Background: an optimization exercise with open tools, aiming at small area, a short achievable clock period and few clock cycles. Do not read the settings as production practice. Only simulation tests tie the RTL to the original design; equivalence was not proved. No activity file was given, so power comes from the tool's default toggle rates.

// histTop
module histTop #(
    parameter int BIN_WIDTH = histPkg::BIN_WIDTH,
    parameter int COUNT_WIDTH = histPkg::COUNT_WIDTH,
    parameter int HITS_PER_FRAME = histPkg::HITS_PER_FRAME
) (
    input  logic                   clk,
    input  logic                   res,
    input  logic                   start,
    input  logic                   hitValid,
    input  logic [BIN_WIDTH-1:0]   hitBin,
    output logic                   busy,
    output logic                   collecting,
    output logic                   peakValid,
    output logic [BIN_WIDTH-1:0]   peakBin,
    output logic [COUNT_WIDTH-1:0] peakCount
);
Settings: LEC_CHECK=0, CAP_MARGIN=20, CORE_MARGIN=2, CORE_UTILIZATION=40, CTS_CLUSTER_DIAMETER=100, CTS_CLUSTER_SIZE=30, SETUP_SLACK_MARGIN=2.0, SLEW_MARGIN=20, TNS_END_PERCENT=50; clock period 4.2 ns.
run.sh (not shown) runs the stock make flow with config.mk's settings and CLKGATE_MAP_FILE= SYNTH_SCRIPT=/design/flow/synth_recipe.tcl, a recipe that flattens the netlist after the stock synthesis.
The first run completed with no timing, DRC or antenna violations.
Testbench counts at the start, summed over its fixed seeds: cycles 55,492.
Edit:
TNS_END_PERCENT = unset   (was 50)
Via count is higher by 1.1%.
Global-route usage is higher by 0.13 points.
Fmax is higher by 1.5%.
Synthesized area stays the same.
Power is higher by 1.1%.
Final cell count is higher by 0.72%.
Routed wire length is higher by 2.3%.
Non-clock buffer count is higher by 10.
Sequential power barely changes.
Critical path depth is higher by 6.
Count of clock-buffer cells in the layout is lower by 1.

---

The RTL this note starts from:
==> flow/design.v <==
package histPkg;
    localparam int BIN_WIDTH = 6;
    localparam int COUNT_WIDTH = 8;
    localparam int HITS_PER_FRAME = 200;
endpackage
module histGeq #(
    parameter int W = 14
) (
    input  logic [W-1:0] a,
    input  logic [W-1:0] b,
    output logic         ge
);
    localparam int LEVELS = $clog2(W);
    localparam int N = 2 ** LEVELS;
    logic [N-1:0] gt [LEVELS+1];
    logic [N-1:0] eq [LEVELS+1];
    for (genvar i = 0; i < N; i++) begin : gLeaf
        if (i < W) begin : gBit
            assign gt[0][i] = a[i] & ~b[i];
            assign eq[0][i] = ~(a[i] ^ b[i]);
        end else begin : gPad
            assign gt[0][i] = 1'b0;
            assign eq[0][i] = 1'b1;
        end
    end
    for (genvar l = 0; l < LEVELS; l++) begin : gLevel
        for (genvar j = 0; j < N; j++) begin : gNode
            if (j < (N >> (l + 1))) begin : gUsed
                assign gt[l+1][j] = gt[l][2*j+1] | (eq[l][2*j+1] & gt[l][2*j]);
                assign eq[l+1][j] = eq[l][2*j+1] & eq[l][2*j];
            end else begin : gUnused
                assign gt[l+1][j] = 1'b0;
                assign eq[l+1][j] = 1'b0;
            end
        end
    end
    assign ge = gt[LEVELS][0] | eq[LEVELS][0];
endmodule
module histTop #(
    parameter int BIN_WIDTH = histPkg::BIN_WIDTH,
    parameter int COUNT_WIDTH = histPkg::COUNT_WIDTH,
    parameter int HITS_PER_FRAME = histPkg::HITS_PER_FRAME
) (
    input  logic                   clk,
    input  logic                   res,
    input  logic                   start,
    input  logic                   hitValid,
    input  logic [BIN_WIDTH-1:0]   hitBin,
    output logic                   busy,
    output logic                   collecting,
    output logic                   peakValid,
    output logic [BIN_WIDTH-1:0]   peakBin,
    output logic [COUNT_WIDTH-1:0] peakCount
);
    localparam int BINS = 2 ** BIN_WIDTH;
    localparam int HIT_COUNT_WIDTH = $clog2(HITS_PER_FRAME + 1);
    function automatic logic [7:0] lfsrNext(input logic [7:0] x);
        lfsrNext = {x[6:0], ~(x[7] ^ x[5] ^ x[4] ^ x[3])};
    endfunction
    function automatic logic [7:0] lfsrAfter(input int n);
        lfsrAfter = '0;
        for (int i = 0; i < n; i++) begin
            lfsrAfter = lfsrNext(lfsrAfter);
        end
    endfunction
    localparam logic [7:0] LAST_HIT = lfsrAfter(HITS_PER_FRAME - 1);
    localparam int LO_WIDTH = 5;
    localparam int HI_WIDTH = COUNT_WIDTH - LO_WIDTH;
    localparam int SLOTS = HITS_PER_FRAME / (2 ** LO_WIDTH);
    logic startAcc;
    logic hitAccept;
    logic lastHit;
    logic [7:0] hitCount;
    logic clr;
    localparam int LO_SEL = BIN_WIDTH / 2;
    localparam int HI_SEL = BIN_WIDTH - LO_SEL;
    logic                 v1;
    logic                 last1;
    logic [BIN_WIDTH-1:0] bin1;
    logic [2**LO_SEL-1:0] selLo1;
    logic [2**HI_SEL-1:0] selHi1;
    logic                   v2;
    logic                   last2;
    logic [BIN_WIDTH-1:0]   bin2;
    logic [LO_WIDTH-1:0]    lo2;
    logic [HI_WIDTH-1:0]    hi2;
    logic [SLOTS-1:0]       wrSel2;
    logic                   hasSlot2;
    logic [2**HI_SEL-1:0]   selHi2;
    logic                   binLeA2;
    logic                   binLeB2;
    logic                   updPrev;
    logic                   same1;
    logic [COUNT_WIDTH-1:0] maxCnt;
    logic [COUNT_WIDTH-1:0] maxCntM1;
    logic [BIN_WIDTH-1:0]   maxBinN;
    logic [LO_WIDTH-1:0]    lo [BINS];
    logic [SLOTS-1:0]       slotUsed;
    logic [BIN_WIDTH-1:0]   slotBin [SLOTS];
    logic [HI_WIDTH-1:0]    slotHi [SLOTS];
    logic [SLOTS-1:0]       match1;
    logic [HI_WIDTH-1:0]    hi1;
    logic [LO_WIDTH-1:0]    lo1;
    logic [COUNT_WIDTH-1:0] oldCnt;
    logic [COUNT_WIDTH-1:0] newCnt;
    logic [COUNT_WIDTH-1:0] cnt2;
    logic                   hasSlot;
    logic                   carry;
    logic [SLOTS-1:0]       freeSlot;
    logic [SLOTS-1:0]       freeNext;
    logic [SLOTS-1:0]       slotWr;
    logic [LO_WIDTH-1:0]    loData;
    logic                   upd;
    logic                   done;
    function automatic logic [COUNT_WIDTH-1:0] incr(input logic [COUNT_WIDTH-1:0] x);
        logic c;
        c = 1'b1;
        for (int i = 0; i < COUNT_WIDTH; i++) begin
            incr[i] = x[i] ^ c;
            c = c & x[i];
        end
    endfunction
    logic binLe;
    assign startAcc = start && !busy;
    assign hitAccept = hitValid && collecting;
    assign lastHit = hitAccept && (hitCount == LAST_HIT);
    always_ff @(posedge clk or negedge res) begin
        if (!res) begin
            busy <= 1'b0;
            collecting <= 1'b0;
            peakValid <= 1'b0;
            peakBin <= '0;
            peakCount <= '0;
            v1 <= 1'b0;
            last1 <= 1'b0;
            v2 <= 1'b0;
            last2 <= 1'b0;
        end else begin
            v1 <= hitAccept;
            last1 <= lastHit;
            v2 <= v1;
            last2 <= last1;
            peakValid <= done;
            if (startAcc) begin
                busy <= 1'b1;
            end else if (done) begin
                busy <= 1'b0;
            end
            if (startAcc) begin
                collecting <= 1'b1;
            end else if (lastHit) begin
                collecting <= 1'b0;
            end
            if (done) begin
                peakBin <= upd ? bin2 : ~maxBinN;
                peakCount <= upd ? newCnt : maxCnt;
            end
        end
    end
    always_comb begin
        hi1 = '0;
        for (int s = 0; s < SLOTS; s++) begin
            match1[s] = slotUsed[s] && (slotBin[s] == bin1);
            if (match1[s]) begin
                hi1 = hi1 | slotHi[s];
            end
        end
    end
    always_ff @(posedge clk) begin
        clr <= startAcc;
        if (startAcc) begin
            hitCount <= '0;
        end else if (hitAccept) begin
            hitCount <= lfsrNext(hitCount);
        end
    end
    always_comb begin
        logic [LO_WIDTH-1:0] part;
        lo1 = '0;
        for (int h = 0; h < 2 ** HI_SEL; h++) begin
            part = '0;
            for (int l = 0; l < 2 ** LO_SEL; l++) begin
                part = part | ({LO_WIDTH{selLo1[l]}} & lo[h * (2 ** LO_SEL) + l]);
            end
            lo1 = lo1 | ({LO_WIDTH{selHi1[h]}} & part);
        end
    end
    always_ff @(posedge clk) begin
        bin1 <= hitBin;
        for (int l = 0; l < 2 ** LO_SEL; l++) begin
            selLo1[l] <= (hitBin[LO_SEL-1:0] == LO_SEL'(l));
        end
        for (int h = 0; h < 2 ** HI_SEL; h++) begin
            selHi1[h] <= (hitBin[BIN_WIDTH-1:LO_SEL] == HI_SEL'(h));
        end
        bin2 <= bin1;
        {hi2, lo2} <= same1 ? newCnt : {hi1, lo1};
        binLeA2 <= (bin1 <= ~maxBinN);
        binLeB2 <= (bin1 <= bin2);
        updPrev <= upd;
        wrSel2 <= v1 ? ((|match1) ? match1 : freeNext) : '0;
        hasSlot2 <= |match1;
        selHi2 <= v1 ? selHi1 : '0;
    end
    assign same1 = v2 && (bin2 == bin1);
    assign cnt2 = {hi2, lo2};
    assign oldCnt = cnt2;
    assign newCnt = incr(cnt2);
    assign hasSlot = hasSlot2;
    assign carry = &lo2;
    assign freeSlot = slotUsed ^ {slotUsed[SLOTS-2:0], 1'b1};
    assign freeNext = (v2 && carry && !hasSlot) ? {freeSlot[SLOTS-2:0], 1'b0} : freeSlot;
    assign slotWr = carry ? wrSel2 : '0;
    assign binLe = updPrev ? binLeB2 : binLeA2;
    assign upd = v2 && ((cnt2 == maxCnt) || ((cnt2 == maxCntM1) && binLe));
    assign done = v2 && last2;
    assign loData = clr ? '0 : newCnt[LO_WIDTH-1:0];
    always_ff @(posedge clk) begin
        if (clr) begin
            maxCnt <= COUNT_WIDTH'(1);
            maxCntM1 <= '0;
            maxBinN <= '0;
        end else if (upd) begin
            maxCnt <= newCnt;
            maxCntM1 <= oldCnt;
            maxBinN <= ~bin2;
        end
    end
    always_ff @(posedge clk) begin
        if (clr) begin
            slotUsed <= '0;
        end else if (v2 && carry && !hasSlot) begin
            slotUsed <= {slotUsed[SLOTS-2:0], 1'b1};
        end
    end
    for (genvar s = 0; s < SLOTS; s++) begin : gSlot
        localparam int HW = $clog2((HITS_PER_FRAME - s * (2 ** LO_WIDTH)) / (2 ** LO_WIDTH) + 1);
        always_ff @(posedge clk) begin
            if (slotWr[s]) begin
                slotBin[s] <= bin2;
            end
        end
        if (HW < HI_WIDTH) begin : gNarrow
            logic [HW-1:0] hiQ;
            always_ff @(posedge clk) begin
                if (slotWr[s]) begin
                    hiQ <= newCnt[LO_WIDTH +: HW];
                end
            end
            assign slotHi[s] = HI_WIDTH'(hiQ);
        end else begin : gFull
            always_ff @(posedge clk) begin
                if (slotWr[s]) begin
                    slotHi[s] <= newCnt[COUNT_WIDTH-1:LO_WIDTH];
                end
            end
        end
    end
    for (genvar b = 0; b < BINS; b++) begin : gBin
        always_ff @(posedge clk) begin
            if (clr || (selHi2[b / (2 ** LO_SEL)] && (bin2[LO_SEL-1:0] == LO_SEL'(b % (2 ** LO_SEL))))) begin
                lo[b] <= loData;
            end
        end
    end
endmodule
make LEC_CHECK=0 CAP_MARGIN=0 CORE_MARGIN=2 CORE_UTILIZATION=40 CTS_CLUSTER_DIAMETER=100 CTS_CLUSTER_SIZE=25 SETUP_SLACK_MARGIN=2.0 SLEW_MARGIN=0 finish   # period 4.2 ns
Testbench counts at the start, summed over its fixed seeds: cycles 55,492.
Change:
- SETUP_SLACK_MARGIN: 2.0 -> 2.2
Outcome: Setup slack is better by 170 ps; non-clock buffer count climbs by 14; wire length rises by 2.3%; power went up by 1.2%; critical path depth is lower by 8; clock-buffer cell count fell by 1; via count is higher by 2.1%; sequential share of layout area goes down by 0.39 points; core utilization increases by 0.39 points.
Change:
- SETUP_SLACK_MARGIN: 2.2 -> 2.3
- clock-buffer cell count is unchanged
- utilization came out higher by 0.54 points
- design area came out higher by 1.2%
- clock skew came out higher by 12 ps
- total power came out higher by 0.69%
- wire length came out higher by about 1%
- area after synthesis does not change
- critical path depth came out higher by 8
- final cell count came out higher by 0.75%

---

the baseline:
histTop, a different RTL version from the one above (not shown whole).
Size: about 460 flip-flops, about 27 I/O pins.
export LEC_CHECK = 0
export CAP_MARGIN = 20
export CORE_MARGIN = 2
export CORE_UTILIZATION = 40
export CTS_CLUSTER_DIAMETER = 100
export CTS_CLUSTER_SIZE = 30
export PLACE_DENSITY = 0.75
export SETUP_SLACK_MARGIN = 2.1
export SLEW_MARGIN = 20
create_clock -name core_clock -period 4.2 [get_ports {clk}]
Testbench counts of the baseline, summed over its fixed seeds: cycles 55,492.
> inputs changed (the baseline -> the candidate)
Settings: clearing PLACE_DENSITY, which used to be 0.75; swapping 2.1 for 2.0 in SETUP_SLACK_MARGIN.
The candidate: no failed stages, no open violations at the end
[diff] internal cell power, the candidate relative to the baseline: improvement
When the candidate is set beside the baseline, its max-slew headroom at the worst pin turns out to be 3.0 points larger.
Power: the candidate draws less than the baseline
Via count in the candidate vs the baseline: down 1.5%
Number of resized instances in the post-cts repair step in the candidate is about 40% below the baseline.
Diff the baseline -> the candidate | clock-buffer cell count | increase of 1
Going from the baseline to the candidate, number of global-route vias before repair fell by 580; cell area fell by about 0.8%.

---

== v6 ==
Another version of the RTL of histTop (not shown whole).
Size in the first run: ~1200 cells after synthesis, ~480 flip-flops, roughly 27 I/O pins, about 0.018 mm² of cells after synthesis.
export LEC_CHECK = 0
export CAP_MARGIN = 0
export CORE_MARGIN = 2
export CORE_UTILIZATION = 40
export CTS_CLUSTER_DIAMETER = 100
export CTS_CLUSTER_SIZE = 25
export SETUP_SLACK_MARGIN = 2.2
export SLEW_MARGIN = 0
create_clock -name core_clock -period 4.2 [get_ports {clk}]
In summary, v6 completed successfully, with a layout that passed the timing, DRC and antenna checks.
Testbench counts of v6, summed over its fixed seeds: cycles 55,492.
Inputs modified between v6 and v7:
- SETUP_SLACK_MARGIN changed from 2.2 to 2.15
## What came out
As far as area occupied by registers is concerned, v7 and v6 perform about the same.
| clock-cell share of area | v6 vs v7 | ≈ equal |
On count of placed standard cells in the final layout, fillers left out, v6 and v7 are neck and neck.
v6 -> v7: synthesized-area fraction occupied by adder cells flat
Slack of the critical path in v7 is 0.045 ns below v6.

---

oak:
Another version of the RTL of histTop (not shown whole).
Size in the first run: about 1200 cells after synthesis, ~470 flip-flops, ~27 I/O pins, ~19000 um2 of cells after synthesis.
make LEC_CHECK=0 CAP_MARGIN=20 CORE_MARGIN=2 CORE_UTILIZATION=40 SETUP_SLACK_MARGIN=2.0 SLEW_MARGIN=20 finish   # period 4.2 ns
Testbench counts of oak, summed over its fixed seeds: cycles 55,492.
What pine does differently from oak at the input level:
# oak
export LEC_CHECK = 0
export CAP_MARGIN = 20
export CORE_MARGIN = 2
export CORE_UTILIZATION = 40
export SETUP_SLACK_MARGIN = 2.0
export SLEW_MARGIN = 20
create_clock -name core_clock -period 4.2 [get_ports {clk}]
# pine
export LEC_CHECK = 0
export CAP_MARGIN = 20
export CORE_MARGIN = 2
export CORE_UTILIZATION = 40
export CTS_CLUSTER_DIAMETER = 100
export CTS_CLUSTER_SIZE = 30
export SETUP_SLACK_MARGIN = 2.0
export SLEW_MARGIN = 20
create_clock -name core_clock -period 4.2 [get_ports {clk}]
[summary]
- pine: no failed stages, no open violations at the end
- Of the two candidates, oak has the worse final worst hold slack and pine the better one.
- Comparing oak and pine, met3 routing resource usage after global routing is higher on oak.
- Row clock tree buffer count of the final layout: pine lower / oak higher
- Taking oak as the reference, in pine switching power summed over all nets lower; data-path buffer share of cell area in the final layout rose 0.51 points.

---

## run D
Another version of the RTL of histTop (not shown whole).
Size in the first run: about 1200 cells after synthesis, ~470 flip-flops, roughly 27 I/O pins.
make LEC_CHECK=0 CAP_MARGIN=0 CORE_MARGIN=2 CORE_UTILIZATION=40 CTS_CLUSTER_DIAMETER=100 CTS_CLUSTER_SIZE=25 PLACE_DENSITY=0.7 SETUP_SLACK_MARGIN=2.0 SLEW_MARGIN=0 finish   # period 4.2 ns
Testbench counts of run D, summed over its fixed seeds: cycles 55,492.
Input changes introduced in run E (baseline for comparison: run D):
- removing PLACE_DENSITY (formerly 0.7)
Results
Diff run D..run E | post-layout total power | negligible
Going from run D to run E, via count roughly the same, finished layout cell area has remained practically unchanged, area enclosed by the die boundary ~0 delta, combinational power picked up an extra about 2%, fraction of area in registers flat.
Looking at net switching power across both flows, run E is the weaker of the two, with run D ahead.
Looking only at maximum frequency, and setting everything else aside, the lower value of run E and run D goes to run D.
Looking at worst slack at placement across run E and run D, the one that comes out lower is run E.
Run E and run D ended up with roughly the same number of primary I/O pins.
[run E] clock skew fell 0.0036 ns relative to run D

what the ideal ports hide:
How much do the figures lean on ideal ports? The routed layouts below were timed once more, with nothing changed but the port constraints.
Step 1: set_driving_cell puts a clkbuf_16 on clk and a buf_2 on each other input, an assumption about the parent block.
Step 2 times the ports against the registers' clock, not the clock port: input delays grow and output delays shrink by t, the midpoint of the rising clock arrivals with the driver on.
a / b / c = ideal / step 1 / step 2; a / b = the first two.
run	shift t [ns]	setup WS [ns]	worst setup path at the end	worst data-port slew with drivers (ns)	pins driven straight from the clock port
the first run of note 1	0.613	1.962 / 1.962 / 1.962	register to register	0.04	1
the second run of note 1	0.613	1.995 / 1.993 / 1.995	register to register	0.04	1
the first run of note 2	0.617	2.069 / 2.060 / 1.941	input to register	0.09	1
the second run of note 2	0.609	2.243 / 2.189 / 1.953	input to register	0.09	1
the third run of note 2	0.625	2.230 / 2.197 / 1.910	input to register	0.08	1
the baseline	0.597	1.955 / 1.955 / 1.868	input to register	0.04	1
the candidate	0.601	1.989 / 1.989 / 1.898	input to register	0.03	1
v6	0.626	2.224 / 2.168 / 1.964	input to register	0.04	1
v7	0.611	2.179 / 2.161 / 1.944	input to register	0.05	1
oak	0.649	1.983 / 1.976 / 1.760	input to register	0.04	1
pine	0.599	2.004 / 2.004 / 1.791	input to register	0.04	1
run D	0.611	1.962 / 1.962 / 1.962	register to register	0.08	1
run E	0.619	1.989 / 1.989 / 1.980	input to register	0.05	1
After both steps every run listed still meets setup and hold. The setup slack of the third run of note 2, which loses most, moves by -0.033 ns with the drivers and by -0.320 ns with both steps.
